From an optimization exercise on the open Yosys and OpenROAD flow, aimed at small area, a short achievable clock period and few clock cycles; shortcuts taken in it are not production practice. In this exercise RTL edits were held to simulation tests only and were not proved equivalent to the original. Power figures rest on the tool's default switching activity, not on a simulated workload.

## nc_cpu_top
module nc_cpu_top #(
    parameter logic [7:0]  RESET_BANK      = 8'h01,
    parameter logic [15:0] RESET_OFFSET    = 16'h8000,
    parameter logic [7:0]  RESET_DATA_BANK = 8'h00
) (
    input  logic        clk,
    input  logic        reset_n,
    output logic        mem_valid,
    output logic        mem_we,
    output logic [23:0] mem_addr,
    output logic [15:0] mem_wdata,
    input  logic        mem_ready,
    input  logic [15:0] mem_rdata,
    output logic        halted
);
export LEC_CHECK = 0
export CAP_MARGIN = 20
export CORE_MARGIN = 2
export CORE_UTILIZATION = 40
export CTS_CLUSTER_DIAMETER = 90
export CTS_CLUSTER_SIZE = 18
export PLACE_DENSITY = 0.6
export SLEW_MARGIN = 20
create_clock -name core_clock -period 11.0 [get_ports {clk}]
standard.sh (not shown) runs the stock make flow with config.mk's settings and CLKGATE_MAP_FILE= SYNTH_SCRIPT=/design/flow/synth_recipe.tcl, a recipe that flattens the netlist after the stock synthesis.
==> flow/flow/run.sh <==
#!/bin/bash
set -euo pipefail
MARGIN=$(cat flow/margin.txt)
bash standard.sh SETUP_SLACK_MARGIN=$MARGIN \
    "BUFFER_PORTS_ARGS=-buffer_cell sky130_fd_sc_hd__buf_4" finish > flow_make.log 2>&1
==> flow/flow/margin.txt <==
6.35
Testbench counts at the start, summed over its fixed seeds: cycles 79,294.
==> next run, changes <==
==> flow/flow/margin.txt (replaced) <==
6.4
--- a/flow/config.mk
+++ b/flow/config.mk
@@ -10,4 +10,4 @@
 export CORE_UTILIZATION = 40
-export CTS_CLUSTER_DIAMETER = 90
-export CTS_CLUSTER_SIZE = 18
+export CTS_CLUSTER_DIAMETER = 100
+export CTS_CLUSTER_SIZE = 22
 export PLACE_DENSITY = 0.6
Result: The new run ran to the end with no violations; combinational power barely changes; worst setup slack degrades by 0.11 ns; first-iteration DRC count increases by 0.33%.
==> next run, changes <==
==> flow/flow/margin.txt (replaced) <==
6.25
The changed run passed the timing, design-rule and antenna checks; worst hold slack gets worse by 0.019 ns; combinational power hardly moves; sequential power stays flat; clock skew stays flat; routed wire length drops by 2.0%; final area drops by 1.5%; via count drops by 1.3%; area after synthesis does not change; non-clock buffer count drops by 8; register-to-register slack gets better by 0.03 ns.

========
Another version of the RTL of nc_cpu_top (not shown whole).
Size in the first run: roughly 2000 cells after synthesis, about 280 flip-flops, about 62 I/O pins, about 20000 um2 of cells after synthesis.
clock: 11.0 ns
lec_check: 0
cap_margin: 20
core_margin: 2
core_utilization: 40
cts_buf_list: sky130_fd_sc_hd__clkbuf_4 sky130_fd_sc_hd__clkbuf_8
place_density: 0.6
slew_margin: 20
==> flow/flow/margin.txt <==
6.3
Scripts as last shown in full above: flow/flow/run.sh
The starting point passed the timing, design-rule and antenna checks.
Testbench counts at the start, summed over its fixed seeds: cycles 79,294.
Edit:
--- a/flow/config.mk
+++ b/flow/config.mk
@@ -11 +10,0 @@
-export CTS_BUF_LIST = sky130_fd_sc_hd__clkbuf_4 sky130_fd_sc_hd__clkbuf_8
Result:
- first-iteration DRC count came out lower by 16%
- fmax came out higher by 2.7%
- routed wire length came out lower by 1.8%
- critical path depth came out lower by 2
- cell count came out lower by 1.9%
- sequential share of layout area came out higher by 0.42 points
Edit:
--- a/flow/config.mk
+++ b/flow/config.mk
@@ -10,2 +10,2 @@
-export CORE_UTILIZATION = 40
-export PLACE_DENSITY = 0.6
+export CORE_UTILIZATION = 60
+export PLACE_DENSITY = 0.72
The changed run produced a clean layout.
Non-clock buffer count grows by 12.
Global-route usage grows by 11 points.
Hold slack got worse by 0.016 ns.
Worst setup slack got worse by 0.044 ns.
Final area shrinks by 1.5%.
Utilization grows by 22 points.
Combinational power hardly moves.
Register-to-register slack got worse by 0.18 ns.

========
pepper:
RTL: one of the versions met above, not the one the previous note started from.
Size: about 280 flip-flops, about 62 I/O pins, about 19,000 µm² of cells after synthesis.
Settings: LEC_CHECK=0, CAP_MARGIN=20, CORE_MARGIN=2, CORE_UTILIZATION=40, CTS_CLUSTER_DIAMETER=100, CTS_CLUSTER_SIZE=22, PLACE_DENSITY=0.6, SLEW_MARGIN=20; clock period 11.0 ns.
==> flow/flow/margin.txt <==
6.45
Scripts as last shown in full above: flow/flow/run.sh
Testbench counts of pepper, summed over its fixed seeds: cycles 79,294.
Edits applied to the flow inputs when going from pepper to willow:
- an added GPL_ROUTABILITY_DRIVEN of 0
==> flow/flow/margin.txt <==
6.35
==> comparison <==
- willow: flow completed, timing, DRC and antenna clean
- Maximum resistive drop on vdd of willow exceeds that of pepper by a few percent.
- Number of buffers on the longest clock path: willow vs pepper identical
- willow reports its endpoint of the worst setup timing path as mem_addr[12] while pepper reports mem_addr[9].
- Global-route usage was higher in the run labelled pepper.
- Area of all placed cells without fillers is lower on willow
- willow reports its origin of the worst setup path as fz$_DFFE_PN0P_ while pepper reports fn$_DFFE_PN0P_.
- From pepper to willow the numbers moved as follows: clock power share +0.6 points, proportion of cell area occupied by multi-input gates decreased 0.42 points.

========
Starting RTL as in the previous note.
export LEC_CHECK = 0
export CAP_MARGIN = 5
export CORE_MARGIN = 2
export CORE_UTILIZATION = 40
export CTS_CLUSTER_DIAMETER = 100
export CTS_CLUSTER_SIZE = 22
export PLACE_DENSITY = 0.6
export SLEW_MARGIN = 5
create_clock -name core_clock -period 11.0 [get_ports {clk}]
==> flow/flow/margin.txt <==
6.35
Scripts as last shown in full above: flow/flow/run.sh
Testbench counts at the start, summed over its fixed seeds: cycles 79,294.
Rerun with:
==> flow/flow/margin.txt (replaced) <==
6.45
- CAP_MARGIN: 5 -> 20
- CTS_CLUSTER_DIAMETER: 100 -> not set
- CTS_CLUSTER_SIZE: 22 -> not set
- SLEW_MARGIN: 5 -> 20
Effect:
- clock power rises by 64%
- wire length came out higher by 0.77%
- maximum frequency shrinks by 0.67%
- combinational power is about the same
- cell area increases by 3.4%
- synthesized area stays the same
- critical path depth came out higher by 2
- utilization increases by 1.6 points
- sequential share of layout area decreases by 1.2 points
- setup slack degrades by 32 ps
Rerun with:
- CTS_CLUSTER_DIAMETER: not set -> 110
- CTS_CLUSTER_SIZE: not set -> 26
What happened: The changed run ran to the end with no violations; clock skew increases by 3.1 ps; synthesized area stays the same; setup slack is better by 5.7 ps; die area stays the same.
Rerun with:
==> flow/flow/margin.txt (replaced) <==
6.35
- CTS_CLUSTER_DIAMETER: 110 -> 100
- CTS_CLUSTER_SIZE: 26 -> 22
Die area stays the same.
Global-route usage went down by 0.17 points.
Clock skew went up by 11 ps.
Total power stays flat.
Setup slack gets better by 61 ps.
Via count went down slightly.
Cell count went up slightly.
Register-to-register slack gets better by 20 ps.
Clock-buffer cell count went up by 3.
Rerun with:
==> flow/flow/margin.txt (replaced) <==
6.45
- TNS_END_PERCENT: not set -> 0
After rerunning:
- sequential power barely changes
- worst setup slack gets worse by 24 ps
- synthesized cell count stays the same

-- port drivers added, routing unchanged --
The flow's constraints put no driver on any port. The routed layouts listed below were extracted and timed again, unchanged, in two steps. Step 1 (the two cells are an assumption about what drives the block):
set clk [get_ports {clk}]
set_driving_cell -lib_cell sky130_fd_sc_hd__clkbuf_16 $clk
set_driving_cell -lib_cell sky130_fd_sc_hd__buf_2 [delete_from_list [all_inputs] $clk]
Step 2 times the ports against the registers' clock, not the clock port: input delays grow and output delays shrink by t, the midpoint of the rising clock arrivals with the driver on. Three values: no drivers, after step 1, after step 2; two values: the first two.
| run | t (ns) | setup slack, ns | slew at the worst register clock pin (ns) | worst slew at a driven data input, ns | cell pins on the clock port's net |
|---|---|---|---|---|---|
| the first run of note 1 | 0.615 | 6.394 / 6.336 / 5.877 | 0.09 / 0.09 | 0.04 | 1 |
| the second run of note 1 | 0.607 | 6.287 / 6.230 / 5.916 | 0.09 / 0.09 | 0.03 | 1 |
| the third run of note 1 | 0.599 | 6.256 / 6.200 / 5.835 | 0.10 / 0.10 | 0.04 | 1 |
| the first run of note 2 | 0.703 | 6.091 / 6.038 / 5.839 | 0.07 / 0.07 | 0.08 | 1 |
| the second run of note 2 | 0.611 | 6.219 / 6.164 / 5.809 | 0.06 / 0.06 | 0.09 | 1 |
| the third run of note 2 | 0.633 | 6.175 / 6.119 / 5.879 | 0.07 / 0.07 | 0.05 | 1 |
| pepper | 0.605 | 6.362 / 6.306 / 5.996 | 0.10 / 0.10 | 0.04 | 1 |
| willow | 0.607 | 6.298 / 6.243 / 5.866 | 0.10 / 0.10 | 0.03 | 1 |
| the first run of note 4 | 0.601 | 6.342 / 6.288 / 5.940 | 0.11 / 0.11 | 0.04 | 1 |
| the second run of note 4 | 0.608 | 6.310 / 6.258 / 5.980 | 0.06 / 0.06 | 0.04 | 1 |
| the third run of note 4 | 0.593 | 6.316 / 6.259 / 5.959 | 0.11 / 0.11 | 0.04 | 1 |
| the fourth run of note 4 | 0.603 | 6.377 / 6.321 / 5.911 | 0.10 / 0.10 | 0.04 | 1 |
| the fifth run of note 4 | 0.612 | 6.353 / 6.295 / 5.914 | 0.10 / 0.10 | 0.03 | 1 |
After both steps every run listed still meets setup and hold. For the first run of note 1, which loses most, drivers alone change the setup slack by -0.058 ns; drivers and shift together by -0.517 ns.
